This design comes from an exercise in tuning for small area and a short achievable clock period on the open sky130 flow, not from production work. Where RTL was checked, it was by simulation tests only, not by an equivalence proof against the original. The RTL of run 1 was laid out without a check of its function.

==> flow/design.v (outline; a module is shown in full before it is edited, if it fits) <==
// module aes_g_xor2: 3 lines
// module aes_g_xnor2: 3 lines
// module aes_g_nand2: 3 lines
// module aes_g_nor2: 3 lines
// module aes_g_and2: 3 lines
// module aes_g_or2: 3 lines
// module aes_g_inv: 3 lines
// module aes_g_mux2: 3 lines
// module aes_g_mux2i: 3 lines
// module aes_gf4_inv: 22 lines
// module aes_sbox_lane: 214 lines
// module aes_sbox_lane_s: 208 lines
// module aes_mix_column: 267 lines
// module aes_column_mixer: 16 lines
// module aes_round_core: 166 lines
module aes_round_core (
	input logic i_clk,
	input logic i_rst,
	input logic i_valid,
	input logic i_decrypt,
	input logic i_skip_mix,
	input aes_gf_pkg::aes_state_t i_state,
	output logic o_valid,
	output aes_gf_pkg::aes_state_t o_state
);
  // ...
==> flow/flow/run.sh <==
#!/bin/bash
# The standard layout (the standard.sh, all ORFS steps unchanged), except
# that buffer_ports uses buf_1 cells for the input and output port buffers
# instead of the delay buffer it picks by default; repair still resizes them.
set -e
export BUFFER_PORTS_ARGS="-buffer_cell sky130_fd_sc_hd__buf_1"
bash standard.sh > standard.log 2>&1
==> flow/standard.sh <==
#!/bin/bash
# synth_recipe.tcl (not shown) runs the flow's synth.tcl, then flattens the netlist and writes it again
# the make line also repeats each setting of config.mk as NAME=value (left out here)
make -C /OpenROAD-flow-scripts/flow DESIGN_CONFIG=/design/flow/config.mk WORK_HOME=/design/flow/orfs CLKGATE_MAP_FILE= SYNTH_SCRIPT=/design/flow/synth_recipe.tcl "${@:-finish}"
==> flow/config.mk <==
export PLATFORM = sky130hd
export DESIGN_NAME = aes_round_core
export DESIGN_NICKNAME = aes_round_core
export VERILOG_FILES = /design/flow/design.v
export SDC_FILE = /design/flow/constraint.sdc
export NUM_CORES = 4
export LEC_CHECK = 0
export CAP_MARGIN = 20
export CORE_MARGIN = 2
export CORE_UTILIZATION = 40
export SETUP_SLACK_MARGIN = 3.0
export SLEW_MARGIN = 20
export SYNTH_HIERARCHICAL = 1
==> flow/constraint.sdc <==
create_clock -name core_clock -period 5.5 [get_ports {i_clk}]
set_input_delay 1.1000 -clock core_clock [delete_from_list [all_inputs] [get_ports {i_clk}]]
set_output_delay 1.1000 -clock core_clock [all_outputs]
set_load 0.01 [all_outputs]
==> reports/qor.csv, run 1 <==
metric,value,unit
"CTS clk-pin slew, worst paths",0.06,ns
Clock Path Buffers,3,
Final Max Slew Viols,0,
Fmax achieved,0.405,GHz
pin count of the biggest net entering global routing,106,
I/O pin total,262,
Syn Inst Count,4491,
MaxCap Viol Count,0,
first-iteration detailed-routing DRC count,1099,
ClkCell Share,0.0474,
IO Port Bufs,261,
Total Wirelength,97.7,mm
most frequent cells in the layout,"xor2_1 (1,564), nand2_1 (611), xnor2_1 (575)",
clk latency of the worst-skew pair,0.64,ns
FF/Latch Area,12100,sq um
post-synthesis xor/xnor area fraction,0.525,
clkbuf count,89,
"Area growth, synth to finish",23.7,%
Critical path destination,o_state[18],
Avg WL per Cell,15.4,microns
hold buffers post-CTS,0,
Hold Crit Endpoint,dec_d[2],
global-route wire length before repair,149,mm
status,finished clean,
CP top delay family,flip-flops,
cell type of the slowest stage on the worst timing path,dfxtp_1,
R2R Path Start,u_lane11.a_r[0],
worst setup path startpoint,o_state[18],
Reg2Reg Depth,8,
met3 wire len,3.12,mm
==> module aes_sbox_lane, before the edit <==
module aes_sbox_lane (
	input logic i_clk,
	input logic i_dec_in,
	input logic i_dec_out,
	input aes_gf_pkg::gf_byte_t i_byte_enc,
	input aes_gf_pkg::gf_byte_t i_byte_dec,
	output aes_gf_pkg::gf_byte_t o_byte
);
	logic e0, e1, e2, e3, e4, e5, e6, e7, x0, x1, x2, x3, x4, x5, x6, x7, dec_in, dec_out;
	assign {e7, e6, e5, e4, e3, e2, e1, e0} = i_byte_enc;
	assign {x7, x6, x5, x4, x3, x2, x1, x0} = i_byte_dec;
	assign dec_in = i_dec_in;
	assign dec_out = i_dec_out;
	logic [7:0] in_q;
	logic [3:0] a_r;
	logic [3:0] b_r;
	logic [3:0] d_r;
	logic [7:0] o_q;
	logic n1, n2, n3, n4, n6, n7, n8, n10, n12, n13, n15, n16, n17, n19, n20, n22, n23, n24, n26, n28, n29, n30, n31, n32, n33, n34, n35, n36, n37, n38, n39, n41, n42, n43, n44, n45, n46, n47, n48, n49, n50, n51, n52, n53, n54, n55, n56, n57, n58, n59, n60, n61, n62, n63, n64, n65, n66, n67, n68, n69, n70, n71, n72, n73, n74, n75, n76, n77, n78, n79, n80, n81, n82, n83, n84, n85, n86, n87, n88, n89, n90, n91, n92, n93, n94, n95, n96, n97, n98, n99, n100, n101, n102, n103, n104, n105, n106, n107, n108, n109, n110, n111, n112, n113, n114, n115, n116, n117, n118, n119, n120, n121, n122, n123, n124, n125, n126, n127, n128, n129, n130, n131, n132, n133, n134, n135, n136, n137, n138, n139, n140, n142, n143, n144, n146, n147, n148, n150, n151, n152, n154, n155, n156, n157, n158, n159, n160, n161, n163, n164, n166, n168, n169, n171, n173, n175, n176, n177, n178, n179, n180, n181, n182, n183, n184;
	aes_g_xor2 u_n1 (.a(e0), .b(e1), .y(n1));
	aes_g_xor2 u_n2 (.a(e2), .b(e5), .y(n2));
	aes_g_xor2 u_n3 (.a(e6), .b(e7), .y(n3));
	aes_g_xor2 u_n4 (.a(n1), .b(n2), .y(n4));
	aes_g_xnor2 u_n6 (.a(n3), .b(n4), .y(n6));
	aes_g_xor2 u_n7 (.a(e0), .b(e4), .y(n7));
	aes_g_xor2 u_n8 (.a(e5), .b(e6), .y(n8));
	aes_g_xnor2 u_n10 (.a(n7), .b(n8), .y(n10));
	aes_g_xnor2 u_n12 (.a(n1), .b(n8), .y(n12));
	aes_g_xor2 u_n13 (.a(e0), .b(e7), .y(n13));
	aes_g_xnor2 u_n15 (.a(n13), .b(n8), .y(n15));
	aes_g_xor2 u_n16 (.a(e3), .b(e4), .y(n16));
	aes_g_xor2 u_n17 (.a(e7), .b(n1), .y(n17));
	aes_g_xnor2 u_n19 (.a(n16), .b(n17), .y(n19));
	aes_g_inv u_n20 (.a(e0), .y(n20));
	aes_g_xnor2 u_n22 (.a(e0), .b(n8), .y(n22));
	aes_g_xor2 u_n23 (.a(e2), .b(e3), .y(n23));
	aes_g_xor2 u_n24 (.a(e6), .b(n1), .y(n24));
	aes_g_xnor2 u_n26 (.a(n23), .b(n24), .y(n26));
	aes_g_xnor2 u_n28 (.a(x4), .b(x7), .y(n28));
	aes_g_xor2 u_n29 (.a(x0), .b(x1), .y(n29));
	aes_g_xor2 u_n30 (.a(x4), .b(x6), .y(n30));
	aes_g_xor2 u_n31 (.a(n29), .b(n30), .y(n31));
	aes_g_xor2 u_n32 (.a(x3), .b(x6), .y(n32));
	aes_g_xor2 u_n33 (.a(n29), .b(n32), .y(n33));
	aes_g_xor2 u_n34 (.a(x7), .b(n30), .y(n34));
	aes_g_xor2 u_n35 (.a(x2), .b(x5), .y(n35));
	aes_g_xor2 u_n36 (.a(x7), .b(n35), .y(n36));
	aes_g_xor2 u_n37 (.a(x0), .b(x3), .y(n37));
	aes_g_xor2 u_n38 (.a(x4), .b(n37), .y(n38));
	aes_g_xor2 u_n39 (.a(x5), .b(n29), .y(n39));
	aes_g_xnor2 u_n41 (.a(n30), .b(n39), .y(n41));
	aes_g_mux2i u_n42 (.s(dec_in), .a1(n28), .a0(n6), .y(n42));
	aes_g_mux2i u_n43 (.s(dec_in), .a1(n31), .a0(n10), .y(n43));
	aes_g_mux2i u_n44 (.s(dec_in), .a1(n30), .a0(n12), .y(n44));
	aes_g_mux2i u_n45 (.s(dec_in), .a1(n33), .a0(n15), .y(n45));
	aes_g_mux2i u_n46 (.s(dec_in), .a1(n34), .a0(n19), .y(n46));
	aes_g_mux2i u_n47 (.s(dec_in), .a1(n36), .a0(n20), .y(n47));
	aes_g_mux2i u_n48 (.s(dec_in), .a1(n38), .a0(n22), .y(n48));
	aes_g_mux2i u_n49 (.s(dec_in), .a1(n41), .a0(n26), .y(n49));
	aes_g_xor2 u_n50 (.a(in_q[7]), .b(in_q[5]), .y(n50));
	aes_g_xor2 u_n51 (.a(in_q[6]), .b(in_q[4]), .y(n51));
	aes_g_xor2 u_n52 (.a(in_q[7]), .b(in_q[6]), .y(n52));
	aes_g_xor2 u_n53 (.a(in_q[5]), .b(in_q[4]), .y(n53));
	aes_g_xor2 u_n54 (.a(n50), .b(n51), .y(n54));
	aes_g_xor2 u_n55 (.a(in_q[3]), .b(in_q[1]), .y(n55));
	aes_g_xor2 u_n56 (.a(in_q[2]), .b(in_q[0]), .y(n56));
	aes_g_xor2 u_n57 (.a(in_q[3]), .b(in_q[2]), .y(n57));
	aes_g_xor2 u_n58 (.a(in_q[1]), .b(in_q[0]), .y(n58));
	aes_g_xor2 u_n59 (.a(n55), .b(n56), .y(n59));
	aes_g_nand2 u_n60 (.a(n52), .b(n57), .y(n60));
	aes_g_nand2 u_n61 (.a(n51), .b(n56), .y(n61));
	aes_g_nand2 u_n62 (.a(n54), .b(n59), .y(n62));
	aes_g_nor2 u_n63 (.a(n51), .b(n56), .y(n63));
	aes_g_nand2 u_n64 (.a(in_q[7]), .b(in_q[3]), .y(n64));
	aes_g_xor2 u_n65 (.a(n63), .b(n64), .y(n65));
	aes_g_xor2 u_n66 (.a(n60), .b(n62), .y(n66));
	aes_g_xor2 u_n67 (.a(n65), .b(n66), .y(n67));
	aes_g_nor2 u_n68 (.a(n50), .b(n55), .y(n68));
	aes_g_nand2 u_n69 (.a(in_q[6]), .b(in_q[2]), .y(n69));
	aes_g_xor2 u_n70 (.a(n68), .b(n69), .y(n70));
	aes_g_xor2 u_n71 (.a(n60), .b(n61), .y(n71));
	aes_g_xor2 u_n72 (.a(n70), .b(n71), .y(n72));
	aes_g_nor2 u_n73 (.a(n53), .b(n58), .y(n73));
	aes_g_nand2 u_n74 (.a(in_q[5]), .b(in_q[1]), .y(n74));
	aes_g_xor2 u_n75 (.a(n73), .b(n74), .y(n75));
	aes_g_xor2 u_n76 (.a(n61), .b(n62), .y(n76));
	aes_g_xor2 u_n77 (.a(n75), .b(n76), .y(n77));
	aes_g_nor2 u_n78 (.a(in_q[4]), .b(in_q[0]), .y(n78));
	aes_g_nand2 u_n79 (.a(n53), .b(n58), .y(n79));
	aes_g_xor2 u_n80 (.a(n78), .b(n79), .y(n80));
	aes_g_nand2 u_n81 (.a(n50), .b(n55), .y(n81));
	aes_g_xor2 u_n82 (.a(n81), .b(n61), .y(n82));
	aes_g_xor2 u_n83 (.a(n80), .b(n82), .y(n83));
	aes_gf4_inv u_n84 (.i({n67, n72, n77, n83}), .o({n84, n85, n86, n87}));
	aes_g_xor2 u_n88 (.a(a_r[3]), .b(a_r[1]), .y(n88));
	aes_g_xor2 u_n89 (.a(a_r[2]), .b(a_r[0]), .y(n89));
	aes_g_xor2 u_n90 (.a(a_r[3]), .b(a_r[2]), .y(n90));
	aes_g_xor2 u_n91 (.a(a_r[1]), .b(a_r[0]), .y(n91));
	aes_g_xor2 u_n92 (.a(n88), .b(n89), .y(n92));
	aes_g_xor2 u_n93 (.a(b_r[3]), .b(b_r[1]), .y(n93));
	aes_g_xor2 u_n94 (.a(b_r[2]), .b(b_r[0]), .y(n94));
	aes_g_xor2 u_n95 (.a(b_r[3]), .b(b_r[2]), .y(n95));
	aes_g_xor2 u_n96 (.a(b_r[1]), .b(b_r[0]), .y(n96));
	aes_g_xor2 u_n97 (.a(n93), .b(n94), .y(n97));
	aes_g_xor2 u_n98 (.a(d_r[3]), .b(d_r[1]), .y(n98));
	aes_g_xor2 u_n99 (.a(d_r[2]), .b(d_r[0]), .y(n99));
	aes_g_xor2 u_n100 (.a(d_r[3]), .b(d_r[2]), .y(n100));
	aes_g_xor2 u_n101 (.a(d_r[1]), .b(d_r[0]), .y(n101));
	aes_g_xor2 u_n102 (.a(n98), .b(n99), .y(n102));
	aes_g_nand2 u_n103 (.a(n100), .b(n95), .y(n103));
	aes_g_nand2 u_n104 (.a(d_r[3]), .b(b_r[3]), .y(n104));
	aes_g_xor2 u_n105 (.a(n104), .b(n103), .y(n105));
	aes_g_nand2 u_n106 (.a(d_r[2]), .b(b_r[2]), .y(n106));
	aes_g_xor2 u_n107 (.a(n106), .b(n103), .y(n107));
	aes_g_nand2 u_n108 (.a(n101), .b(n96), .y(n108));
	aes_g_nand2 u_n109 (.a(d_r[1]), .b(b_r[1]), .y(n109));
	aes_g_xor2 u_n110 (.a(n109), .b(n108), .y(n110));
	aes_g_nand2 u_n111 (.a(d_r[0]), .b(b_r[0]), .y(n111));
	aes_g_xor2 u_n112 (.a(n111), .b(n108), .y(n112));
	aes_g_nand2 u_n113 (.a(n99), .b(n94), .y(n113));
	aes_g_nand2 u_n114 (.a(n102), .b(n97), .y(n114));
	aes_g_xor2 u_n115 (.a(n114), .b(n113), .y(n115));
	aes_g_nand2 u_n116 (.a(n98), .b(n93), .y(n116));
	aes_g_xor2 u_n117 (.a(n116), .b(n113), .y(n117));
	aes_g_xor2 u_n118 (.a(n105), .b(n115), .y(n118));
	aes_g_xor2 u_n119 (.a(n107), .b(n117), .y(n119));
	aes_g_xor2 u_n120 (.a(n110), .b(n115), .y(n120));
	aes_g_xor2 u_n121 (.a(n112), .b(n117), .y(n121));
	aes_g_nand2 u_n122 (.a(n100), .b(n90), .y(n122));
	aes_g_nand2 u_n123 (.a(d_r[3]), .b(a_r[3]), .y(n123));
	aes_g_xor2 u_n124 (.a(n123), .b(n122), .y(n124));
	aes_g_nand2 u_n125 (.a(d_r[2]), .b(a_r[2]), .y(n125));
	aes_g_xor2 u_n126 (.a(n125), .b(n122), .y(n126));
	aes_g_nand2 u_n127 (.a(n101), .b(n91), .y(n127));
	aes_g_nand2 u_n128 (.a(d_r[1]), .b(a_r[1]), .y(n128));
	aes_g_xor2 u_n129 (.a(n128), .b(n127), .y(n129));
	aes_g_nand2 u_n130 (.a(d_r[0]), .b(a_r[0]), .y(n130));
	aes_g_xor2 u_n131 (.a(n130), .b(n127), .y(n131));
	aes_g_nand2 u_n132 (.a(n99), .b(n89), .y(n132));
	aes_g_nand2 u_n133 (.a(n102), .b(n92), .y(n133));
	aes_g_xor2 u_n134 (.a(n133), .b(n132), .y(n134));
	aes_g_nand2 u_n135 (.a(n98), .b(n88), .y(n135));
	aes_g_xor2 u_n136 (.a(n135), .b(n132), .y(n136));
	aes_g_xor2 u_n137 (.a(n124), .b(n134), .y(n137));
	aes_g_xor2 u_n138 (.a(n126), .b(n136), .y(n138));
	aes_g_xor2 u_n139 (.a(n129), .b(n134), .y(n139));
	aes_g_xor2 u_n140 (.a(n131), .b(n136), .y(n140));
	aes_g_xnor2 u_n142 (.a(n120), .b(n137), .y(n142));
	aes_g_xor2 u_n143 (.a(n118), .b(n137), .y(n143));
	aes_g_xor2 u_n144 (.a(n119), .b(n140), .y(n144));
	aes_g_xnor2 u_n146 (.a(n120), .b(n143), .y(n146));
	aes_g_xor2 u_n147 (.a(n119), .b(n120), .y(n147));
	aes_g_xor2 u_n148 (.a(n121), .b(n143), .y(n148));
	aes_g_xnor2 u_n150 (.a(n147), .b(n148), .y(n150));
	aes_g_xor2 u_n151 (.a(n137), .b(n138), .y(n151));
	aes_g_xor2 u_n152 (.a(n140), .b(n147), .y(n152));
	aes_g_xnor2 u_n154 (.a(n151), .b(n152), .y(n154));
	aes_g_xor2 u_n155 (.a(n120), .b(n121), .y(n155));
	aes_g_xor2 u_n156 (.a(n139), .b(n155), .y(n156));
	aes_g_xor2 u_n157 (.a(n119), .b(n121), .y(n157));
	aes_g_xor2 u_n158 (.a(n139), .b(n157), .y(n158));
	aes_g_xor2 u_n159 (.a(n121), .b(n139), .y(n159));
	aes_g_xnor2 u_n160 (.a(n121), .b(n139), .y(n160));
	aes_g_xor2 u_n161 (.a(n139), .b(n143), .y(n161));
	aes_g_xnor2 u_n163 (.a(n152), .b(n161), .y(n163));
	aes_g_xor2 u_n164 (.a(n138), .b(n143), .y(n164));
	aes_g_xnor2 u_n166 (.a(n152), .b(n164), .y(n166));
	aes_g_xnor2 u_n168 (.a(n119), .b(n139), .y(n168));
	aes_g_xor2 u_n169 (.a(n147), .b(n151), .y(n169));
	aes_g_xnor2 u_n171 (.a(n159), .b(n169), .y(n171));
	aes_g_xnor2 u_n173 (.a(n118), .b(n156), .y(n173));
	aes_g_xnor2 u_n175 (.a(n120), .b(n139), .y(n175));
	aes_g_inv u_n176 (.a(n138), .y(n176));
	aes_g_mux2i u_n177 (.s(dec_out), .a1(n160), .a0(n142), .y(n177));
	aes_g_mux2i u_n178 (.s(dec_out), .a1(n163), .a0(n143), .y(n178));
	aes_g_mux2i u_n179 (.s(dec_out), .a1(n166), .a0(n144), .y(n179));
	aes_g_mux2i u_n180 (.s(dec_out), .a1(n168), .a0(n146), .y(n180));
	aes_g_mux2i u_n181 (.s(dec_out), .a1(n171), .a0(n150), .y(n181));
	aes_g_mux2i u_n182 (.s(dec_out), .a1(n173), .a0(n154), .y(n182));
	aes_g_mux2i u_n183 (.s(dec_out), .a1(n175), .a0(n156), .y(n183));
	aes_g_mux2i u_n184 (.s(dec_out), .a1(n176), .a0(n158), .y(n184));
	always_ff @(posedge i_clk)
	begin
		in_q[7] <= n42;
		in_q[6] <= n43;
		in_q[5] <= n44;
		in_q[4] <= n45;
		in_q[3] <= n46;
		in_q[2] <= n47;
		in_q[1] <= n48;
		in_q[0] <= n49;
		a_r[3] <= in_q[7];
		a_r[2] <= in_q[6];
		a_r[1] <= in_q[5];
		a_r[0] <= in_q[4];
		b_r[3] <= in_q[3];
		b_r[2] <= in_q[2];
		b_r[1] <= in_q[1];
		b_r[0] <= in_q[0];
		d_r[3] <= n84;
		d_r[2] <= n85;
		d_r[1] <= n86;
		d_r[0] <= n87;
		o_q[7] <= n177;
		o_q[6] <= n178;
		o_q[5] <= n179;
		o_q[4] <= n180;
		o_q[3] <= n181;
		o_q[2] <= n182;
		o_q[1] <= n183;
		o_q[0] <= n184;
	end
	assign o_byte = {o_q[7], o_q[6], o_q[5], o_q[4], o_q[3], o_q[2], o_q[1], o_q[0]};
endmodule
==> run 2, diff against run 1 <==
--- a/flow/design.v
+++ b/flow/design.v
@@ -6,4 +6,10 @@
 	localparam int LATENCY = 4;
 endpackage
+module aes_g_nand3 (input logic a, input logic b, input logic c, output logic y);
+	assign y = ~(a & b & c);
+endmodule
+module aes_g_nand4 (input logic a, input logic b, input logic c, input logic d, output logic y);
+	assign y = ~(a & b & c & d);
+endmodule
 module aes_g_xor2 (input logic a, input logic b, output logic y);
 	assign y = a ^ b;
@@ -73,5 +79,5 @@
 	logic [3:0] d_r;
 	logic [7:0] o_q;
-	logic n1, n2, n3, n4, n6, n7, n8, n10, n12, n13, n15, n16, n17, n19, n20, n22, n23, n24, n26, n28, n29, n30, n31, n32, n33, n34, n35, n36, n37, n38, n39, n41, n42, n43, n44, n45, n46, n47, n48, n49, n50, n51, n52, n53, n54, n55, n56, n57, n58, n59, n60, n61, n62, n63, n64, n65, n66, n67, n68, n69, n70, n71, n72, n73, n74, n75, n76, n77, n78, n79, n80, n81, n82, n83, n84, n85, n86, n87, n88, n89, n90, n91, n92, n93, n94, n95, n96, n97, n98, n99, n100, n101, n102, n103, n104, n105, n106, n107, n108, n109, n110, n111, n112, n113, n114, n115, n116, n117, n118, n119, n120, n121, n122, n123, n124, n125, n126, n127, n128, n129, n130, n131, n132, n133, n134, n135, n136, n137, n138, n139, n140, n142, n143, n144, n146, n147, n148, n150, n151, n152, n154, n155, n156, n157, n158, n159, n160, n161, n163, n164, n166, n168, n169, n171, n173, n175, n176, n177, n178, n179, n180, n181, n182, n183, n184;
+	logic n1, n2, n3, n4, n6, n7, n8, n10, n12, n13, n15, n16, n17, n19, n20, n22, n23, n24, n26, n28, n29, n30, n31, n32, n33, n34, n35, n36, n37, n38, n39, n41, n42, n43, n44, n45, n46, n47, n48, n49, n50, n51, n52, n53, n54, n55, n56, n57, n58, n59, n60, n61, n62, n63, n64, n65, n66, n67, n68, n69, n70, n71, n72, n73, n74, n75, n76, n77, n78, n79, n80, n81, n82, n83, n84, n85, n86, n87, n88, n89, n90, n91, n92, n93, n94, n95, n96, n97, n98, n99, n100, n101, n102, n103, n104, n105, n106, n107, n108, n109, n110, n111, n112, n113, n114, n115, n116, n117, n118, n119, n120, n121, n122, n123, n124, n125, n126, n127, n128, n129, n130, n131, n132, n133, n134, n135, n136, n137, n138, n139, n140, n141, n142, n143, n144, n145, n146, n147, n148, n149, n150, n151, n152, n153, n154, n155, n156, n157, n158, n159, n160, n162, n163, n164, n166, n167, n168, n170, n171, n172, n174, n175, n176, n177, n178, n179, n180, n181, n183, n184, n186, n188, n189, n191, n193, n195, n196, n197, n198, n199, n200, n201, n202, n203, n204;
 	aes_g_xor2 u_n1 (.a(e0), .b(e1), .y(n1));
 	aes_g_xor2 u_n2 (.a(e2), .b(e5), .y(n2));
@@ -148,92 +154,115 @@
 	aes_g_xor2 u_n82 (.a(n81), .b(n61), .y(n82));
 	aes_g_xor2 u_n83 (.a(n80), .b(n82), .y(n83));
-	aes_gf4_inv u_n84 (.i({n67, n72, n77, n83}), .o({n84, n85, n86, n87}));
-	aes_g_xor2 u_n88 (.a(a_r[3]), .b(a_r[1]), .y(n88));
-	aes_g_xor2 u_n89 (.a(a_r[2]), .b(a_r[0]), .y(n89));
-	aes_g_xor2 u_n90 (.a(a_r[3]), .b(a_r[2]), .y(n90));
-	aes_g_xor2 u_n91 (.a(a_r[1]), .b(a_r[0]), .y(n91));
-	aes_g_xor2 u_n92 (.a(n88), .b(n89), .y(n92));
-	aes_g_xor2 u_n93 (.a(b_r[3]), .b(b_r[1]), .y(n93));
-	aes_g_xor2 u_n94 (.a(b_r[2]), .b(b_r[0]), .y(n94));
-	aes_g_xor2 u_n95 (.a(b_r[3]), .b(b_r[2]), .y(n95));
-	aes_g_xor2 u_n96 (.a(b_r[1]), .b(b_r[0]), .y(n96));
-	aes_g_xor2 u_n97 (.a(n93), .b(n94), .y(n97));
-	aes_g_xor2 u_n98 (.a(d_r[3]), .b(d_r[1]), .y(n98));
-	aes_g_xor2 u_n99 (.a(d_r[2]), .b(d_r[0]), .y(n99));
-	aes_g_xor2 u_n100 (.a(d_r[3]), .b(d_r[2]), .y(n100));
-	aes_g_xor2 u_n101 (.a(d_r[1]), .b(d_r[0]), .y(n101));
-	aes_g_xor2 u_n102 (.a(n98), .b(n99), .y(n102));
-	aes_g_nand2 u_n103 (.a(n100), .b(n95), .y(n103));
-	aes_g_nand2 u_n104 (.a(d_r[3]), .b(b_r[3]), .y(n104));
-	aes_g_xor2 u_n105 (.a(n104), .b(n103), .y(n105));
-	aes_g_nand2 u_n106 (.a(d_r[2]), .b(b_r[2]), .y(n106));
-	aes_g_xor2 u_n107 (.a(n106), .b(n103), .y(n107));
-	aes_g_nand2 u_n108 (.a(n101), .b(n96), .y(n108));
-	aes_g_nand2 u_n109 (.a(d_r[1]), .b(b_r[1]), .y(n109));
-	aes_g_xor2 u_n110 (.a(n109), .b(n108), .y(n110));
-	aes_g_nand2 u_n111 (.a(d_r[0]), .b(b_r[0]), .y(n111));
-	aes_g_xor2 u_n112 (.a(n111), .b(n108), .y(n112));
-	aes_g_nand2 u_n113 (.a(n99), .b(n94), .y(n113));
-	aes_g_nand2 u_n114 (.a(n102), .b(n97), .y(n114));
-	aes_g_xor2 u_n115 (.a(n114), .b(n113), .y(n115));
-	aes_g_nand2 u_n116 (.a(n98), .b(n93), .y(n116));
-	aes_g_xor2 u_n117 (.a(n116), .b(n113), .y(n117));
-	aes_g_xor2 u_n118 (.a(n105), .b(n115), .y(n118));
-	aes_g_xor2 u_n119 (.a(n107), .b(n117), .y(n119));
-	aes_g_xor2 u_n120 (.a(n110), .b(n115), .y(n120));
-	aes_g_xor2 u_n121 (.a(n112), .b(n117), .y(n121));
-	aes_g_nand2 u_n122 (.a(n100), .b(n90), .y(n122));
-	aes_g_nand2 u_n123 (.a(d_r[3]), .b(a_r[3]), .y(n123));
-	aes_g_xor2 u_n124 (.a(n123), .b(n122), .y(n124));
-	aes_g_nand2 u_n125 (.a(d_r[2]), .b(a_r[2]), .y(n125));
-	aes_g_xor2 u_n126 (.a(n125), .b(n122), .y(n126));
-	aes_g_nand2 u_n127 (.a(n101), .b(n91), .y(n127));
-	aes_g_nand2 u_n128 (.a(d_r[1]), .b(a_r[1]), .y(n128));
-	aes_g_xor2 u_n129 (.a(n128), .b(n127), .y(n129));
-	aes_g_nand2 u_n130 (.a(d_r[0]), .b(a_r[0]), .y(n130));
-	aes_g_xor2 u_n131 (.a(n130), .b(n127), .y(n131));
-	aes_g_nand2 u_n132 (.a(n99), .b(n89), .y(n132));
-	aes_g_nand2 u_n133 (.a(n102), .b(n92), .y(n133));
-	aes_g_xor2 u_n134 (.a(n133), .b(n132), .y(n134));
-	aes_g_nand2 u_n135 (.a(n98), .b(n88), .y(n135));
-	aes_g_xor2 u_n136 (.a(n135), .b(n132), .y(n136));
-	aes_g_xor2 u_n137 (.a(n124), .b(n134), .y(n137));
-	aes_g_xor2 u_n138 (.a(n126), .b(n136), .y(n138));
-	aes_g_xor2 u_n139 (.a(n129), .b(n134), .y(n139));
-	aes_g_xor2 u_n140 (.a(n131), .b(n136), .y(n140));
-	aes_g_xnor2 u_n142 (.a(n120), .b(n137), .y(n142));
-	aes_g_xor2 u_n143 (.a(n118), .b(n137), .y(n143));
-	aes_g_xor2 u_n144 (.a(n119), .b(n140), .y(n144));
-	aes_g_xnor2 u_n146 (.a(n120), .b(n143), .y(n146));
-	aes_g_xor2 u_n147 (.a(n119), .b(n120), .y(n147));
-	aes_g_xor2 u_n148 (.a(n121), .b(n143), .y(n148));
-	aes_g_xnor2 u_n150 (.a(n147), .b(n148), .y(n150));
-	aes_g_xor2 u_n151 (.a(n137), .b(n138), .y(n151));
-	aes_g_xor2 u_n152 (.a(n140), .b(n147), .y(n152));
-	aes_g_xnor2 u_n154 (.a(n151), .b(n152), .y(n154));
-	aes_g_xor2 u_n155 (.a(n120), .b(n121), .y(n155));
-	aes_g_xor2 u_n156 (.a(n139), .b(n155), .y(n156));
-	aes_g_xor2 u_n157 (.a(n119), .b(n121), .y(n157));
-	aes_g_xor2 u_n158 (.a(n139), .b(n157), .y(n158));
-	aes_g_xor2 u_n159 (.a(n121), .b(n139), .y(n159));
-	aes_g_xnor2 u_n160 (.a(n121), .b(n139), .y(n160));
-	aes_g_xor2 u_n161 (.a(n139), .b(n143), .y(n161));
-	aes_g_xnor2 u_n163 (.a(n152), .b(n161), .y(n163));
-	aes_g_xor2 u_n164 (.a(n138), .b(n143), .y(n164));
-	aes_g_xnor2 u_n166 (.a(n152), .b(n164), .y(n166));
-	aes_g_xnor2 u_n168 (.a(n119), .b(n139), .y(n168));
-	aes_g_xor2 u_n169 (.a(n147), .b(n151), .y(n169));
-	aes_g_xnor2 u_n171 (.a(n159), .b(n169), .y(n171));
-	aes_g_xnor2 u_n173 (.a(n118), .b(n156), .y(n173));
-	aes_g_xnor2 u_n175 (.a(n120), .b(n139), .y(n175));
-	aes_g_inv u_n176 (.a(n138), .y(n176));
-	aes_g_mux2i u_n177 (.s(dec_out), .a1(n160), .a0(n142), .y(n177));
-	aes_g_mux2i u_n178 (.s(dec_out), .a1(n163), .a0(n143), .y(n178));
-	aes_g_mux2i u_n179 (.s(dec_out), .a1(n166), .a0(n144), .y(n179));
-	aes_g_mux2i u_n180 (.s(dec_out), .a1(n168), .a0(n146), .y(n180));
-	aes_g_mux2i u_n181 (.s(dec_out), .a1(n171), .a0(n150), .y(n181));
-	aes_g_mux2i u_n182 (.s(dec_out), .a1(n173), .a0(n154), .y(n182));
-	aes_g_mux2i u_n183 (.s(dec_out), .a1(n175), .a0(n156), .y(n183));
-	aes_g_mux2i u_n184 (.s(dec_out), .a1(n176), .a0(n158), .y(n184));
+	aes_g_inv u_n84 (.a(n67), .y(n84));
+	aes_g_inv u_n85 (.a(n72), .y(n85));
+	aes_g_inv u_n86 (.a(n77), .y(n86));
+	aes_g_inv u_n87 (.a(n83), .y(n87));
+	aes_g_nand3 u_n88 (.a(n67), .b(n72), .c(n77), .y(n88));
+	aes_g_nand2 u_n89 (.a(n86), .b(n83), .y(n89));
+	aes_g_nand2 u_n90 (.a(n67), .b(n83), .y(n90));
+	aes_g_nand4 u_n91 (.a(n84), .b(n85), .c(n77), .d(n87), .y(n91));
+	aes_g_nand4 u_n92 (.a(n88), .b(n89), .c(n90), .d(n91), .y(n92));
+	aes_g_nand2 u_n93 (.a(n77), .b(n83), .y(n93));
+	aes_g_nand3 u_n94 (.a(n84), .b(n72), .c(n77), .y(n94));
+	aes_g_nand3 u_n95 (.a(n67), .b(n85), .c(n77), .y(n95));
+	aes_g_nand2 u_n96 (.a(n85), .b(n83), .y(n96));
+	aes_g_nand4 u_n97 (.a(n93), .b(n94), .c(n95), .d(n96), .y(n97));
+	aes_g_nand2 u_n98 (.a(n72), .b(n77), .y(n98));
+	aes_g_nand3 u_n99 (.a(n67), .b(n77), .c(n83), .y(n99));
+	aes_g_nand4 u_n100 (.a(n67), .b(n85), .c(n86), .d(n87), .y(n100));
+	aes_g_nand2 u_n101 (.a(n84), .b(n72), .y(n101));
+	aes_g_nand4 u_n102 (.a(n98), .b(n99), .c(n100), .d(n101), .y(n102));
+	aes_g_nand2 u_n103 (.a(n67), .b(n72), .y(n103));
+	aes_g_nand3 u_n104 (.a(n67), .b(n77), .c(n87), .y(n104));
+	aes_g_nand2 u_n105 (.a(n72), .b(n87), .y(n105));
+	aes_g_nand3 u_n106 (.a(n67), .b(n86), .c(n83), .y(n106));
+	aes_g_nand4 u_n107 (.a(n103), .b(n104), .c(n105), .d(n106), .y(n107));
+	aes_g_xor2 u_n108 (.a(a_r[3]), .b(a_r[1]), .y(n108));
+	aes_g_xor2 u_n109 (.a(a_r[2]), .b(a_r[0]), .y(n109));
+	aes_g_xor2 u_n110 (.a(a_r[3]), .b(a_r[2]), .y(n110));
+	aes_g_xor2 u_n111 (.a(a_r[1]), .b(a_r[0]), .y(n111));
+	aes_g_xor2 u_n112 (.a(n108), .b(n109), .y(n112));
+	aes_g_xor2 u_n113 (.a(b_r[3]), .b(b_r[1]), .y(n113));
+	aes_g_xor2 u_n114 (.a(b_r[2]), .b(b_r[0]), .y(n114));
+	aes_g_xor2 u_n115 (.a(b_r[3]), .b(b_r[2]), .y(n115));
+	aes_g_xor2 u_n116 (.a(b_r[1]), .b(b_r[0]), .y(n116));
+	aes_g_xor2 u_n117 (.a(n113), .b(n114), .y(n117));
+	aes_g_xor2 u_n118 (.a(d_r[3]), .b(d_r[1]), .y(n118));
+	aes_g_xor2 u_n119 (.a(d_r[2]), .b(d_r[0]), .y(n119));
+	aes_g_xor2 u_n120 (.a(d_r[3]), .b(d_r[2]), .y(n120));
+	aes_g_xor2 u_n121 (.a(d_r[1]), .b(d_r[0]), .y(n121));
+	aes_g_xor2 u_n122 (.a(n118), .b(n119), .y(n122));
+	aes_g_nand2 u_n123 (.a(n120), .b(n115), .y(n123));
+	aes_g_nand2 u_n124 (.a(d_r[3]), .b(b_r[3]), .y(n124));
+	aes_g_xor2 u_n125 (.a(n124), .b(n123), .y(n125));
+	aes_g_nand2 u_n126 (.a(d_r[2]), .b(b_r[2]), .y(n126));
+	aes_g_xor2 u_n127 (.a(n126), .b(n123), .y(n127));
+	aes_g_nand2 u_n128 (.a(n121), .b(n116), .y(n128));
+	aes_g_nand2 u_n129 (.a(d_r[1]), .b(b_r[1]), .y(n129));
+	aes_g_xor2 u_n130 (.a(n129), .b(n128), .y(n130));
+	aes_g_nand2 u_n131 (.a(d_r[0]), .b(b_r[0]), .y(n131));
+	aes_g_xor2 u_n132 (.a(n131), .b(n128), .y(n132));
+	aes_g_nand2 u_n133 (.a(n119), .b(n114), .y(n133));
+	aes_g_nand2 u_n134 (.a(n122), .b(n117), .y(n134));
+	aes_g_xor2 u_n135 (.a(n134), .b(n133), .y(n135));
+	aes_g_nand2 u_n136 (.a(n118), .b(n113), .y(n136));
+	aes_g_xor2 u_n137 (.a(n136), .b(n133), .y(n137));
+	aes_g_xor2 u_n138 (.a(n125), .b(n135), .y(n138));
+	aes_g_xor2 u_n139 (.a(n127), .b(n137), .y(n139));
+	aes_g_xor2 u_n140 (.a(n130), .b(n135), .y(n140));
+	aes_g_xor2 u_n141 (.a(n132), .b(n137), .y(n141));
+	aes_g_nand2 u_n142 (.a(n120), .b(n110), .y(n142));
+	aes_g_nand2 u_n143 (.a(d_r[3]), .b(a_r[3]), .y(n143));
+	aes_g_xor2 u_n144 (.a(n143), .b(n142), .y(n144));
+	aes_g_nand2 u_n145 (.a(d_r[2]), .b(a_r[2]), .y(n145));
+	aes_g_xor2 u_n146 (.a(n145), .b(n142), .y(n146));
+	aes_g_nand2 u_n147 (.a(n121), .b(n111), .y(n147));
+	aes_g_nand2 u_n148 (.a(d_r[1]), .b(a_r[1]), .y(n148));
+	aes_g_xor2 u_n149 (.a(n148), .b(n147), .y(n149));
+	aes_g_nand2 u_n150 (.a(d_r[0]), .b(a_r[0]), .y(n150));
+	aes_g_xor2 u_n151 (.a(n150), .b(n147), .y(n151));
+	aes_g_nand2 u_n152 (.a(n119), .b(n109), .y(n152));
+	aes_g_nand2 u_n153 (.a(n122), .b(n112), .y(n153));
+	aes_g_xor2 u_n154 (.a(n153), .b(n152), .y(n154));
+	aes_g_nand2 u_n155 (.a(n118), .b(n108), .y(n155));
+	aes_g_xor2 u_n156 (.a(n155), .b(n152), .y(n156));
+	aes_g_xor2 u_n157 (.a(n144), .b(n154), .y(n157));
+	aes_g_xor2 u_n158 (.a(n146), .b(n156), .y(n158));
+	aes_g_xor2 u_n159 (.a(n149), .b(n154), .y(n159));
+	aes_g_xor2 u_n160 (.a(n151), .b(n156), .y(n160));
+	aes_g_xnor2 u_n162 (.a(n140), .b(n157), .y(n162));
+	aes_g_xor2 u_n163 (.a(n138), .b(n157), .y(n163));
+	aes_g_xor2 u_n164 (.a(n139), .b(n160), .y(n164));
+	aes_g_xnor2 u_n166 (.a(n140), .b(n163), .y(n166));
+	aes_g_xor2 u_n167 (.a(n139), .b(n140), .y(n167));
+	aes_g_xor2 u_n168 (.a(n141), .b(n163), .y(n168));
+	aes_g_xnor2 u_n170 (.a(n167), .b(n168), .y(n170));
+	aes_g_xor2 u_n171 (.a(n157), .b(n158), .y(n171));
+	aes_g_xor2 u_n172 (.a(n160), .b(n167), .y(n172));
+	aes_g_xnor2 u_n174 (.a(n171), .b(n172), .y(n174));
+	aes_g_xor2 u_n175 (.a(n140), .b(n141), .y(n175));
+	aes_g_xor2 u_n176 (.a(n159), .b(n175), .y(n176));
+	aes_g_xor2 u_n177 (.a(n139), .b(n141), .y(n177));
+	aes_g_xor2 u_n178 (.a(n159), .b(n177), .y(n178));
+	aes_g_xor2 u_n179 (.a(n141), .b(n159), .y(n179));
+	aes_g_xnor2 u_n180 (.a(n141), .b(n159), .y(n180));
+	aes_g_xor2 u_n181 (.a(n159), .b(n163), .y(n181));
+	aes_g_xnor2 u_n183 (.a(n172), .b(n181), .y(n183));
+	aes_g_xor2 u_n184 (.a(n158), .b(n163), .y(n184));
+	aes_g_xnor2 u_n186 (.a(n172), .b(n184), .y(n186));
+	aes_g_xnor2 u_n188 (.a(n139), .b(n159), .y(n188));
+	aes_g_xor2 u_n189 (.a(n167), .b(n171), .y(n189));
+	aes_g_xnor2 u_n191 (.a(n179), .b(n189), .y(n191));
+	aes_g_xnor2 u_n193 (.a(n138), .b(n176), .y(n193));
+	aes_g_xnor2 u_n195 (.a(n140), .b(n159), .y(n195));
+	aes_g_inv u_n196 (.a(n158), .y(n196));
+	aes_g_mux2i u_n197 (.s(dec_out), .a1(n180), .a0(n162), .y(n197));
+	aes_g_mux2i u_n198 (.s(dec_out), .a1(n183), .a0(n163), .y(n198));
+	aes_g_mux2i u_n199 (.s(dec_out), .a1(n186), .a0(n164), .y(n199));
+	aes_g_mux2i u_n200 (.s(dec_out), .a1(n188), .a0(n166), .y(n200));
+	aes_g_mux2i u_n201 (.s(dec_out), .a1(n191), .a0(n170), .y(n201));
+	aes_g_mux2i u_n202 (.s(dec_out), .a1(n193), .a0(n174), .y(n202));
+	aes_g_mux2i u_n203 (.s(dec_out), .a1(n195), .a0(n176), .y(n203));
+	aes_g_mux2i u_n204 (.s(dec_out), .a1(n196), .a0(n178), .y(n204));
 	always_ff @(posedge i_clk)
 	begin
@@ -254,16 +283,16 @@
 		b_r[1] <= in_q[1];
 		b_r[0] <= in_q[0];
-		d_r[3] <= n84;
-		d_r[2] <= n85;
-		d_r[1] <= n86;
-		d_r[0] <= n87;
-		o_q[7] <= n177;
-		o_q[6] <= n178;
-		o_q[5] <= n179;
-		o_q[4] <= n180;
-		o_q[3] <= n181;
-		o_q[2] <= n182;
-		o_q[1] <= n183;
-		o_q[0] <= n184;
+		d_r[3] <= n92;
+		d_r[2] <= n97;
+		d_r[1] <= n102;
+		d_r[0] <= n107;
+		o_q[7] <= n197;
+		o_q[6] <= n198;
+		o_q[5] <= n199;
+		o_q[4] <= n200;
+		o_q[3] <= n201;
+		o_q[2] <= n202;
+		o_q[1] <= n203;
+		o_q[0] <= n204;
 	end
 	assign o_byte = {o_q[7], o_q[6], o_q[5], o_q[4], o_q[3], o_q[2], o_q[1], o_q[0]};
@@ -285,5 +314,5 @@
 	logic [3:0] d_r;
 	logic [7:0] o_q;
-	logic n1, n2, n3, n4, n6, n7, n8, n10, n12, n13, n15, n16, n17, n19, n20, n22, n23, n24, n26, n28, n29, n30, n31, n32, n33, n34, n35, n37, n38, n39, n40, n41, n42, n43, n44, n45, n46, n47, n48, n49, n50, n51, n52, n53, n54, n55, n56, n57, n58, n59, n60, n61, n62, n63, n64, n65, n66, n67, n68, n69, n70, n71, n72, n73, n74, n75, n76, n77, n78, n79, n80, n81, n82, n83, n84, n85, n86, n87, n88, n89, n90, n91, n92, n93, n94, n95, n96, n97, n98, n99, n100, n101, n102, n103, n104, n105, n106, n107, n108, n109, n110, n111, n112, n113, n114, n115, n116, n117, n118, n119, n120, n121, n122, n123, n124, n125, n126, n127, n128, n129, n130, n131, n132, n133, n134, n135, n136, n138, n139, n140, n142, n143, n144, n146, n147, n148, n150, n151, n152, n153, n154, n155, n156, n157, n159, n160, n162, n164, n165, n167, n169, n171, n172, n173, n174, n175, n176, n177, n178, n179, n180;
+	logic n1, n2, n3, n4, n6, n7, n8, n10, n12, n13, n15, n16, n17, n19, n20, n22, n23, n24, n26, n28, n29, n30, n31, n32, n33, n34, n35, n37, n38, n39, n40, n41, n42, n43, n44, n45, n46, n47, n48, n49, n50, n51, n52, n53, n54, n55, n56, n57, n58, n59, n60, n61, n62, n63, n64, n65, n66, n67, n68, n69, n70, n71, n72, n73, n74, n75, n76, n77, n78, n79, n80, n81, n82, n83, n84, n85, n86, n87, n88, n89, n90, n91, n92, n93, n94, n95, n96, n97, n98, n99, n100, n101, n102, n103, n104, n105, n106, n107, n108, n109, n110, n111, n112, n113, n114, n115, n116, n117, n118, n119, n120, n121, n122, n123, n124, n125, n126, n127, n128, n129, n130, n131, n132, n133, n134, n135, n136, n137, n138, n139, n140, n141, n142, n143, n144, n145, n146, n147, n148, n149, n150, n151, n152, n153, n154, n155, n156, n158, n159, n160, n162, n163, n164, n166, n167, n168, n170, n171, n172, n173, n174, n175, n176, n177, n179, n180, n182, n184, n185, n187, n189, n191, n192, n193, n194, n195, n196, n197, n198, n199, n200;
 	aes_g_xor2 u_n1 (.a(e0), .b(e1), .y(n1));
 	aes_g_xor2 u_n2 (.a(e2), .b(e5), .y(n2));
@@ -356,92 +385,115 @@
 	aes_g_xor2 u_n78 (.a(n77), .b(n57), .y(n78));
 	aes_g_xor2 u_n79 (.a(n76), .b(n78), .y(n79));
-	aes_gf4_inv u_n80 (.i({n63, n68, n73, n79}), .o({n80, n81, n82, n83}));
-	aes_g_xor2 u_n84 (.a(a_r[3]), .b(a_r[1]), .y(n84));
-	aes_g_xor2 u_n85 (.a(a_r[2]), .b(a_r[0]), .y(n85));
-	aes_g_xor2 u_n86 (.a(a_r[3]), .b(a_r[2]), .y(n86));
-	aes_g_xor2 u_n87 (.a(a_r[1]), .b(a_r[0]), .y(n87));
-	aes_g_xor2 u_n88 (.a(n84), .b(n85), .y(n88));
-	aes_g_xor2 u_n89 (.a(b_r[3]), .b(b_r[1]), .y(n89));
-	aes_g_xor2 u_n90 (.a(b_r[2]), .b(b_r[0]), .y(n90));
-	aes_g_xor2 u_n91 (.a(b_r[3]), .b(b_r[2]), .y(n91));
-	aes_g_xor2 u_n92 (.a(b_r[1]), .b(b_r[0]), .y(n92));
-	aes_g_xor2 u_n93 (.a(n89), .b(n90), .y(n93));
-	aes_g_xor2 u_n94 (.a(d_r[3]), .b(d_r[1]), .y(n94));
-	aes_g_xor2 u_n95 (.a(d_r[2]), .b(d_r[0]), .y(n95));
-	aes_g_xor2 u_n96 (.a(d_r[3]), .b(d_r[2]), .y(n96));
-	aes_g_xor2 u_n97 (.a(d_r[1]), .b(d_r[0]), .y(n97));
-	aes_g_xor2 u_n98 (.a(n94), .b(n95), .y(n98));
-	aes_g_nand2 u_n99 (.a(n96), .b(n91), .y(n99));
-	aes_g_nand2 u_n100 (.a(d_r[3]), .b(b_r[3]), .y(n100));
-	aes_g_xor2 u_n101 (.a(n100), .b(n99), .y(n101));
-	aes_g_nand2 u_n102 (.a(d_r[2]), .b(b_r[2]), .y(n102));
-	aes_g_xor2 u_n103 (.a(n102), .b(n99), .y(n103));
-	aes_g_nand2 u_n104 (.a(n97), .b(n92), .y(n104));
-	aes_g_nand2 u_n105 (.a(d_r[1]), .b(b_r[1]), .y(n105));
-	aes_g_xor2 u_n106 (.a(n105), .b(n104), .y(n106));
-	aes_g_nand2 u_n107 (.a(d_r[0]), .b(b_r[0]), .y(n107));
-	aes_g_xor2 u_n108 (.a(n107), .b(n104), .y(n108));
-	aes_g_nand2 u_n109 (.a(n95), .b(n90), .y(n109));
-	aes_g_nand2 u_n110 (.a(n98), .b(n93), .y(n110));
-	aes_g_xor2 u_n111 (.a(n110), .b(n109), .y(n111));
-	aes_g_nand2 u_n112 (.a(n94), .b(n89), .y(n112));
-	aes_g_xor2 u_n113 (.a(n112), .b(n109), .y(n113));
-	aes_g_xor2 u_n114 (.a(n101), .b(n111), .y(n114));
-	aes_g_xor2 u_n115 (.a(n103), .b(n113), .y(n115));
-	aes_g_xor2 u_n116 (.a(n106), .b(n111), .y(n116));
-	aes_g_xor2 u_n117 (.a(n108), .b(n113), .y(n117));
-	aes_g_nand2 u_n118 (.a(n96), .b(n86), .y(n118));
-	aes_g_nand2 u_n119 (.a(d_r[3]), .b(a_r[3]), .y(n119));
-	aes_g_xor2 u_n120 (.a(n119), .b(n118), .y(n120));
-	aes_g_nand2 u_n121 (.a(d_r[2]), .b(a_r[2]), .y(n121));
-	aes_g_xor2 u_n122 (.a(n121), .b(n118), .y(n122));
-	aes_g_nand2 u_n123 (.a(n97), .b(n87), .y(n123));
-	aes_g_nand2 u_n124 (.a(d_r[1]), .b(a_r[1]), .y(n124));
-	aes_g_xor2 u_n125 (.a(n124), .b(n123), .y(n125));
-	aes_g_nand2 u_n126 (.a(d_r[0]), .b(a_r[0]), .y(n126));
-	aes_g_xor2 u_n127 (.a(n126), .b(n123), .y(n127));
-	aes_g_nand2 u_n128 (.a(n95), .b(n85), .y(n128));
-	aes_g_nand2 u_n129 (.a(n98), .b(n88), .y(n129));
-	aes_g_xor2 u_n130 (.a(n129), .b(n128), .y(n130));
-	aes_g_nand2 u_n131 (.a(n94), .b(n84), .y(n131));
-	aes_g_xor2 u_n132 (.a(n131), .b(n128), .y(n132));
-	aes_g_xor2 u_n133 (.a(n120), .b(n130), .y(n133));
-	aes_g_xor2 u_n134 (.a(n122), .b(n132), .y(n134));
-	aes_g_xor2 u_n135 (.a(n125), .b(n130), .y(n135));
-	aes_g_xor2 u_n136 (.a(n127), .b(n132), .y(n136));
-	aes_g_xnor2 u_n138 (.a(n116), .b(n133), .y(n138));
-	aes_g_xor2 u_n139 (.a(n114), .b(n133), .y(n139));
-	aes_g_xor2 u_n140 (.a(n115), .b(n136), .y(n140));
-	aes_g_xnor2 u_n142 (.a(n116), .b(n139), .y(n142));
-	aes_g_xor2 u_n143 (.a(n115), .b(n116), .y(n143));
-	aes_g_xor2 u_n144 (.a(n117), .b(n139), .y(n144));
-	aes_g_xnor2 u_n146 (.a(n143), .b(n144), .y(n146));
-	aes_g_xor2 u_n147 (.a(n133), .b(n134), .y(n147));
-	aes_g_xor2 u_n148 (.a(n136), .b(n143), .y(n148));
-	aes_g_xnor2 u_n150 (.a(n147), .b(n148), .y(n150));
-	aes_g_xor2 u_n151 (.a(n116), .b(n117), .y(n151));
-	aes_g_xor2 u_n152 (.a(n135), .b(n151), .y(n152));
-	aes_g_xor2 u_n153 (.a(n115), .b(n117), .y(n153));
-	aes_g_xor2 u_n154 (.a(n135), .b(n153), .y(n154));
-	aes_g_xor2 u_n155 (.a(n117), .b(n135), .y(n155));
-	aes_g_xnor2 u_n156 (.a(n117), .b(n135), .y(n156));
-	aes_g_xor2 u_n157 (.a(n135), .b(n139), .y(n157));
-	aes_g_xnor2 u_n159 (.a(n148), .b(n157), .y(n159));
-	aes_g_xor2 u_n160 (.a(n134), .b(n139), .y(n160));
-	aes_g_xnor2 u_n162 (.a(n148), .b(n160), .y(n162));
-	aes_g_xnor2 u_n164 (.a(n115), .b(n135), .y(n164));
-	aes_g_xor2 u_n165 (.a(n143), .b(n147), .y(n165));
-	aes_g_xnor2 u_n167 (.a(n155), .b(n165), .y(n167));
-	aes_g_xnor2 u_n169 (.a(n114), .b(n152), .y(n169));
-	aes_g_xnor2 u_n171 (.a(n116), .b(n135), .y(n171));
-	aes_g_inv u_n172 (.a(n134), .y(n172));
-	aes_g_mux2i u_n173 (.s(dec_out), .a1(n156), .a0(n138), .y(n173));
-	aes_g_mux2i u_n174 (.s(dec_out), .a1(n159), .a0(n139), .y(n174));
-	aes_g_mux2i u_n175 (.s(dec_out), .a1(n162), .a0(n140), .y(n175));
-	aes_g_mux2i u_n176 (.s(dec_out), .a1(n164), .a0(n142), .y(n176));
-	aes_g_mux2i u_n177 (.s(dec_out), .a1(n167), .a0(n146), .y(n177));
-	aes_g_mux2i u_n178 (.s(dec_out), .a1(n169), .a0(n150), .y(n178));
-	aes_g_mux2i u_n179 (.s(dec_out), .a1(n171), .a0(n152), .y(n179));
-	aes_g_mux2i u_n180 (.s(dec_out), .a1(n172), .a0(n154), .y(n180));
+	aes_g_inv u_n80 (.a(n63), .y(n80));
+	aes_g_inv u_n81 (.a(n68), .y(n81));
+	aes_g_inv u_n82 (.a(n73), .y(n82));
+	aes_g_inv u_n83 (.a(n79), .y(n83));
+	aes_g_nand3 u_n84 (.a(n63), .b(n68), .c(n73), .y(n84));
+	aes_g_nand2 u_n85 (.a(n82), .b(n79), .y(n85));
+	aes_g_nand2 u_n86 (.a(n63), .b(n79), .y(n86));
+	aes_g_nand4 u_n87 (.a(n80), .b(n81), .c(n73), .d(n83), .y(n87));
+	aes_g_nand4 u_n88 (.a(n84), .b(n85), .c(n86), .d(n87), .y(n88));
+	aes_g_nand2 u_n89 (.a(n73), .b(n79), .y(n89));
+	aes_g_nand3 u_n90 (.a(n80), .b(n68), .c(n73), .y(n90));
+	aes_g_nand3 u_n91 (.a(n63), .b(n81), .c(n73), .y(n91));
+	aes_g_nand2 u_n92 (.a(n81), .b(n79), .y(n92));
+	aes_g_nand4 u_n93 (.a(n89), .b(n90), .c(n91), .d(n92), .y(n93));
+	aes_g_nand2 u_n94 (.a(n68), .b(n73), .y(n94));
+	aes_g_nand3 u_n95 (.a(n63), .b(n73), .c(n79), .y(n95));
+	aes_g_nand4 u_n96 (.a(n63), .b(n81), .c(n82), .d(n83), .y(n96));
+	aes_g_nand2 u_n97 (.a(n80), .b(n68), .y(n97));
+	aes_g_nand4 u_n98 (.a(n94), .b(n95), .c(n96), .d(n97), .y(n98));
+	aes_g_nand2 u_n99 (.a(n63), .b(n68), .y(n99));
+	aes_g_nand3 u_n100 (.a(n63), .b(n73), .c(n83), .y(n100));
+	aes_g_nand2 u_n101 (.a(n68), .b(n83), .y(n101));
+	aes_g_nand3 u_n102 (.a(n63), .b(n82), .c(n79), .y(n102));
+	aes_g_nand4 u_n103 (.a(n99), .b(n100), .c(n101), .d(n102), .y(n103));
+	aes_g_xor2 u_n104 (.a(a_r[3]), .b(a_r[1]), .y(n104));
+	aes_g_xor2 u_n105 (.a(a_r[2]), .b(a_r[0]), .y(n105));
+	aes_g_xor2 u_n106 (.a(a_r[3]), .b(a_r[2]), .y(n106));
+	aes_g_xor2 u_n107 (.a(a_r[1]), .b(a_r[0]), .y(n107));
+	aes_g_xor2 u_n108 (.a(n104), .b(n105), .y(n108));
+	aes_g_xor2 u_n109 (.a(b_r[3]), .b(b_r[1]), .y(n109));
+	aes_g_xor2 u_n110 (.a(b_r[2]), .b(b_r[0]), .y(n110));
+	aes_g_xor2 u_n111 (.a(b_r[3]), .b(b_r[2]), .y(n111));
+	aes_g_xor2 u_n112 (.a(b_r[1]), .b(b_r[0]), .y(n112));
+	aes_g_xor2 u_n113 (.a(n109), .b(n110), .y(n113));
+	aes_g_xor2 u_n114 (.a(d_r[3]), .b(d_r[1]), .y(n114));
+	aes_g_xor2 u_n115 (.a(d_r[2]), .b(d_r[0]), .y(n115));
+	aes_g_xor2 u_n116 (.a(d_r[3]), .b(d_r[2]), .y(n116));
+	aes_g_xor2 u_n117 (.a(d_r[1]), .b(d_r[0]), .y(n117));
+	aes_g_xor2 u_n118 (.a(n114), .b(n115), .y(n118));
+	aes_g_nand2 u_n119 (.a(n116), .b(n111), .y(n119));
+	aes_g_nand2 u_n120 (.a(d_r[3]), .b(b_r[3]), .y(n120));
+	aes_g_xor2 u_n121 (.a(n120), .b(n119), .y(n121));
+	aes_g_nand2 u_n122 (.a(d_r[2]), .b(b_r[2]), .y(n122));
+	aes_g_xor2 u_n123 (.a(n122), .b(n119), .y(n123));
+	aes_g_nand2 u_n124 (.a(n117), .b(n112), .y(n124));
+	aes_g_nand2 u_n125 (.a(d_r[1]), .b(b_r[1]), .y(n125));
+	aes_g_xor2 u_n126 (.a(n125), .b(n124), .y(n126));
+	aes_g_nand2 u_n127 (.a(d_r[0]), .b(b_r[0]), .y(n127));
+	aes_g_xor2 u_n128 (.a(n127), .b(n124), .y(n128));
+	aes_g_nand2 u_n129 (.a(n115), .b(n110), .y(n129));
+	aes_g_nand2 u_n130 (.a(n118), .b(n113), .y(n130));
+	aes_g_xor2 u_n131 (.a(n130), .b(n129), .y(n131));
+	aes_g_nand2 u_n132 (.a(n114), .b(n109), .y(n132));
+	aes_g_xor2 u_n133 (.a(n132), .b(n129), .y(n133));
+	aes_g_xor2 u_n134 (.a(n121), .b(n131), .y(n134));
+	aes_g_xor2 u_n135 (.a(n123), .b(n133), .y(n135));
+	aes_g_xor2 u_n136 (.a(n126), .b(n131), .y(n136));
+	aes_g_xor2 u_n137 (.a(n128), .b(n133), .y(n137));
+	aes_g_nand2 u_n138 (.a(n116), .b(n106), .y(n138));
+	aes_g_nand2 u_n139 (.a(d_r[3]), .b(a_r[3]), .y(n139));
+	aes_g_xor2 u_n140 (.a(n139), .b(n138), .y(n140));
+	aes_g_nand2 u_n141 (.a(d_r[2]), .b(a_r[2]), .y(n141));
+	aes_g_xor2 u_n142 (.a(n141), .b(n138), .y(n142));
+	aes_g_nand2 u_n143 (.a(n117), .b(n107), .y(n143));
+	aes_g_nand2 u_n144 (.a(d_r[1]), .b(a_r[1]), .y(n144));
+	aes_g_xor2 u_n145 (.a(n144), .b(n143), .y(n145));
+	aes_g_nand2 u_n146 (.a(d_r[0]), .b(a_r[0]), .y(n146));
+	aes_g_xor2 u_n147 (.a(n146), .b(n143), .y(n147));
+	aes_g_nand2 u_n148 (.a(n115), .b(n105), .y(n148));
+	aes_g_nand2 u_n149 (.a(n118), .b(n108), .y(n149));
+	aes_g_xor2 u_n150 (.a(n149), .b(n148), .y(n150));
+	aes_g_nand2 u_n151 (.a(n114), .b(n104), .y(n151));
+	aes_g_xor2 u_n152 (.a(n151), .b(n148), .y(n152));
+	aes_g_xor2 u_n153 (.a(n140), .b(n150), .y(n153));
+	aes_g_xor2 u_n154 (.a(n142), .b(n152), .y(n154));
+	aes_g_xor2 u_n155 (.a(n145), .b(n150), .y(n155));
+	aes_g_xor2 u_n156 (.a(n147), .b(n152), .y(n156));
+	aes_g_xnor2 u_n158 (.a(n136), .b(n153), .y(n158));
+	aes_g_xor2 u_n159 (.a(n134), .b(n153), .y(n159));
+	aes_g_xor2 u_n160 (.a(n135), .b(n156), .y(n160));
+	aes_g_xnor2 u_n162 (.a(n136), .b(n159), .y(n162));
+	aes_g_xor2 u_n163 (.a(n135), .b(n136), .y(n163));
+	aes_g_xor2 u_n164 (.a(n137), .b(n159), .y(n164));
+	aes_g_xnor2 u_n166 (.a(n163), .b(n164), .y(n166));
+	aes_g_xor2 u_n167 (.a(n153), .b(n154), .y(n167));
+	aes_g_xor2 u_n168 (.a(n156), .b(n163), .y(n168));
+	aes_g_xnor2 u_n170 (.a(n167), .b(n168), .y(n170));
+	aes_g_xor2 u_n171 (.a(n136), .b(n137), .y(n171));
+	aes_g_xor2 u_n172 (.a(n155), .b(n171), .y(n172));
+	aes_g_xor2 u_n173 (.a(n135), .b(n137), .y(n173));
+	aes_g_xor2 u_n174 (.a(n155), .b(n173), .y(n174));
+	aes_g_xor2 u_n175 (.a(n137), .b(n155), .y(n175));
+	aes_g_xnor2 u_n176 (.a(n137), .b(n155), .y(n176));
+	aes_g_xor2 u_n177 (.a(n155), .b(n159), .y(n177));
+	aes_g_xnor2 u_n179 (.a(n168), .b(n177), .y(n179));
+	aes_g_xor2 u_n180 (.a(n154), .b(n159), .y(n180));
+	aes_g_xnor2 u_n182 (.a(n168), .b(n180), .y(n182));
+	aes_g_xnor2 u_n184 (.a(n135), .b(n155), .y(n184));
+	aes_g_xor2 u_n185 (.a(n163), .b(n167), .y(n185));
+	aes_g_xnor2 u_n187 (.a(n175), .b(n185), .y(n187));
+	aes_g_xnor2 u_n189 (.a(n134), .b(n172), .y(n189));
+	aes_g_xnor2 u_n191 (.a(n136), .b(n155), .y(n191));
+	aes_g_inv u_n192 (.a(n154), .y(n192));
+	aes_g_mux2i u_n193 (.s(dec_out), .a1(n176), .a0(n158), .y(n193));
+	aes_g_mux2i u_n194 (.s(dec_out), .a1(n179), .a0(n159), .y(n194));
+	aes_g_mux2i u_n195 (.s(dec_out), .a1(n182), .a0(n160), .y(n195));
+	aes_g_mux2i u_n196 (.s(dec_out), .a1(n184), .a0(n162), .y(n196));
+	aes_g_mux2i u_n197 (.s(dec_out), .a1(n187), .a0(n166), .y(n197));
+	aes_g_mux2i u_n198 (.s(dec_out), .a1(n189), .a0(n170), .y(n198));
+	aes_g_mux2i u_n199 (.s(dec_out), .a1(n191), .a0(n172), .y(n199));
+	aes_g_mux2i u_n200 (.s(dec_out), .a1(n192), .a0(n174), .y(n200));
 	always_ff @(posedge i_clk)
 	begin
@@ -462,16 +514,16 @@
 		b_r[1] <= in_q[1];
 		b_r[0] <= in_q[0];
-		d_r[3] <= n80;
-		d_r[2] <= n81;
-		d_r[1] <= n82;
-		d_r[0] <= n83;
-		o_q[7] <= n173;
-		o_q[6] <= n174;
-		o_q[5] <= n175;
-		o_q[4] <= n176;
-		o_q[3] <= n177;
-		o_q[2] <= n178;
-		o_q[1] <= n179;
-		o_q[0] <= n180;
+		d_r[3] <= n88;
+		d_r[2] <= n93;
+		d_r[1] <= n98;
+		d_r[0] <= n103;
+		o_q[7] <= n193;
+		o_q[6] <= n194;
+		o_q[5] <= n195;
+		o_q[4] <= n196;
+		o_q[3] <= n197;
+		o_q[2] <= n198;
+		o_q[1] <= n199;
+		o_q[0] <= n200;
 	end
 	assign o_byte = {o_q[7], o_q[6], o_q[5], o_q[4], o_q[3], o_q[2], o_q[1], o_q[0]};
==> flow/run.sh (new file) <==
#!/bin/bash
# synth_recipe.tcl (not shown) runs the flow's synth.tcl, then flattens the netlist and writes it again
# the make line also repeats each setting of config.mk as NAME=value (left out here)
make -C /OpenROAD-flow-scripts/flow DESIGN_CONFIG=/design/flow/config.mk WORK_HOME=/design/flow/orfs CLKGATE_MAP_FILE= SYNTH_SCRIPT=/design/flow/synth_recipe.tcl finish
removed: flow/flow/run.sh
removed: flow/standard.sh
==> run 2 against run 1 <==
Critical path depth is the same. Critical endpoint is now o_state[110]. Fmax grew 0.11%. Wire length shrank 1.2%. Clock skew shrank 0.0072 ns. Global-route usage grew 0.27 points. Non-clock buffer count shrank 23. Largest cell class unchanged. Still clean. Sequential share of layout area shrank 0.35 points. Sequential cell count is the same. Clock-buffer cell count grew 1.
==> reports/qor.csv, run 2 <==
metric,value,unit,change
status,finished clean,,
Largest register FFs,128,,
layout cells sized above 1,0.147,,
GRT overflow,0,,
register area share after synthesis,0.278,,
Period minus WS final,2.47,ns,
Post-Syn Nets,4768,,
top cell type's share of synthesized area,0.413,,
drt drc,0,,
Die ar.,108000,sq um,
Post-synth ARST share,0,,
fin nets,5120,,
Hold Crit Endpoint,dec_d[2],,
Crit Path Category,reg -> out,,
IO Port Bufs,261,,unchanged
"Hold Vio Cnt, Final",0,,
Final Max Slew Viols,0,,unchanged
"CTS clk-pin slew, worst paths",0.06,ns,about the same
Fin Clk Skew,0.0222,ns,
vias in the first global route,28900,,
Worst path max stage delay,0.41,ns,
cell type of the slowest stage on the worst timing path,dfxtp_2,,
"Distinct cells, synth",12,,
hold crit path type,reg -> reg,,
drt pass-1 iters,5,,
Ys Warns,9,,
Post-synth EDFFs,0,,
global-route wire length before repair,151,mm,+1.6%
Reg with most FFs,o_state,,
Total Wirelength,96.5,mm,-1.2%
WHS Path Cells,0,,
Fmax achieved,0.405,GHz,+0.11%
MaxCap Viol Count,0,,unchanged
R2R Path Start,u_lane10.b_r[2],,
fin crit share,0.448,,
synthesized cell area,42200,sq um,
cell area after layout,53200,sq um,
Clock Path Buffers,3,,unchanged
core region area,105000,sq um,
Worst R2R End,u_lane10.o_q[3],,
Syn Inst Count,4635,,+3.2%
CP top delay family,flip-flops,,
crit start category,flop,,
post-synth top area cell,xor2_1,,
post-DP HPWL,72.5,mm,
Die Y,329,microns,
"leading cell type in the layout, fill and taps excluded",xor2_1,,
RSZ-0062 raised after global routing,true,,
Worst Path Required,4.40,ns,
Via density,4.48,,
Avg WL per Cell,15.0,microns,-2.8%
Mapped Avg Cell Area,9.11,sq um,
hold buffers post-CTS,0,,unchanged
WP buf/inv,1,,
I/O pin total,262,,unchanged
Placement Rows,119,,
final count of negative-setup-slack endpoints,0,,
Reg2Reg Depth,10,,+2
clk latency of the worst-skew pair,0.63,ns,about the same
"flops & latches, synth",586,,
Num CTS Buffers,70,,
Placement Cell Area,46000,sq um,
Routed Antenna Nets,0,,
most used flip-flop cell after synthesis,dfxtp_1,,
Worst setup EP type,output pin,,
clk root buf,clkbuf_16,,
Rel. slew slack,0.315,,
final core occ,0.507,,
most frequent cell after synthesis,xor2_1,,
Synth top cells by count,"xor2_1 (1,992), nand2_1 (736), dfxtp_1 (586)",,
CTS tree,yes,,
gpl congestion,0.835,,
gr usage total,0.172,,
crit path cell chain,clkdlybuf4s15_2,,
initial antenna violation count,1,,
ant diodes,0,,
CP arrival,1.37,ns,
worst-margin pin slew,1.03,ns,
Starting Density,0.402,,
first-iteration detailed-routing DRC count,1135,,+3.3%
Hold Path Origin,dec_d[1],,
# clock sinks,586,,
H-tree Lvls,3,,
Chip Width,329,microns,
CP max FO,1,,
total negative slack,0,ns,
ranking of synthesized cells by area,"xor2_1 (41%), dfxtp_1 (28%), xnor2_1 (12%)",,
most frequent cells in the layout,"xor2_1 (1,637), nand2_1 (723), xnor2_1 (576)",,
"setup slack, reg-to-reg",3.05,ns,
vias after detailed routing,28800,,
"Area growth, synth to finish",25.9,%,
pin count of the biggest net entering global routing,119,,+12%
[run 2: worst max path at each step]
stage                    from               to  slack (ns)  depth (start not counted)
5_1_grt        u_lane5.d_r[0]   u_lane5.o_q[3]        2.89                         10
6_report         o_state[110]     o_state[110]        3.03                          1
2_1_floorplan       skip_d[3]       o_state[0]        3.01                          5
4_1_cts        u_lane0.d_r[2]   u_lane0.o_q[2]        2.90                          8
3_3_place_gp      i_state[40]  u_lane2.in_q[6]        2.54                          5
3_5_place_dp      i_state[40]  u_lane2.in_q[6]        2.46                          5
[run 2: per-module statistics from Yosys, one instance, submodules excluded, excerpt]
module           area [sq um]  cells inside  times used
aes_mix_column            520            64           4
aes_g_inv                3.75             1          96
aes_sbox_lane_s           561            28           8
aes_g_nor2               3.75             1          64
aes_sbox_lane             561            28           8
aes_g_nand3              5.00             1          96
aes_g_xnor2              8.76             1         448
aes_g_and2               6.26             1           4
[run 2: logic make-up after synthesis]
group         share of synthesized area
flops                             0.278
buf+inv                          0.0314
xor+xnor                          0.532
mux                              0.0607
simple gates                     0.0979
[run 2: layout make-up]
type                       instances  area [sq um]
fill                            9602         51800
multi-input combinational       3824         33000
sequential                       586         11900
timing repair buffer             408          3660
clock buffer                      90          1960
tap                             1391          1740
clock inverter                    35           459
inverter                          97           368
[run 2: repair_timing]
item,in CTS,in global routing
cloned,0,0
buffers inserted,67,74
gates resized for setup,335,390
pin swaps,62,101
endpoints found under the setup margin,300,189
[run 2: stage by stage]
stage | std cells | setup WS, ns | hold slack (ns)
detailed placement | 6165 | 2.46 | 0.313
global placement | 6165 | 2.54 | 0.310
finish | 6431 | 3.03 | 0.326
CTS | 6357 | 2.90 | 0.328
floorplan | 4635 | 3.01 | 0.309
global route | 6431 | 2.89 | 0.332
[run 2: metal layers]
metal  GRT usage  part of all wire
met1       0.231              0.47
met2       0.282              0.47
met3      0.0343             0.043
met4      0.0440             0.017
met5           0                 0

[separate check: timing with driven ports]
The flow's constraints put no driver on any port. The routed layouts listed below were extracted and timed again, unchanged, in two steps.
Step 1 (the two cells are an assumption about what drives the block):
set clk [get_ports {i_clk}]
set_driving_cell -lib_cell sky130_fd_sc_hd__clkbuf_16 $clk
set_driving_cell -lib_cell sky130_fd_sc_hd__buf_2 [delete_from_list [all_inputs] $clk]
Step 2 times the ports against the registers' clock, not the clock port: input delays grow and output delays shrink by t, the midpoint of the rising clock arrivals with the driver on.
a / b / c = ideal / step 1 / step 2; a / b = the first two.
| run | t (ns) | setup WS [ns] | worst setup path after step 2 | latest minus earliest clock arrival (ns) |
|---|---|---|---|---|
| run 1 | 0.702 | 3.031 / 2.958 / 2.618 | input to register | 0.039 / 0.040 |
| run 2 | 0.694 | 3.033 / 2.963 / 2.466 | input to register | 0.025 / 0.025 |
After both steps every run listed still meets setup and hold. The setup slack of run 2, which loses most, moves by -0.070 ns with the drivers and by -0.567 ns with both steps.
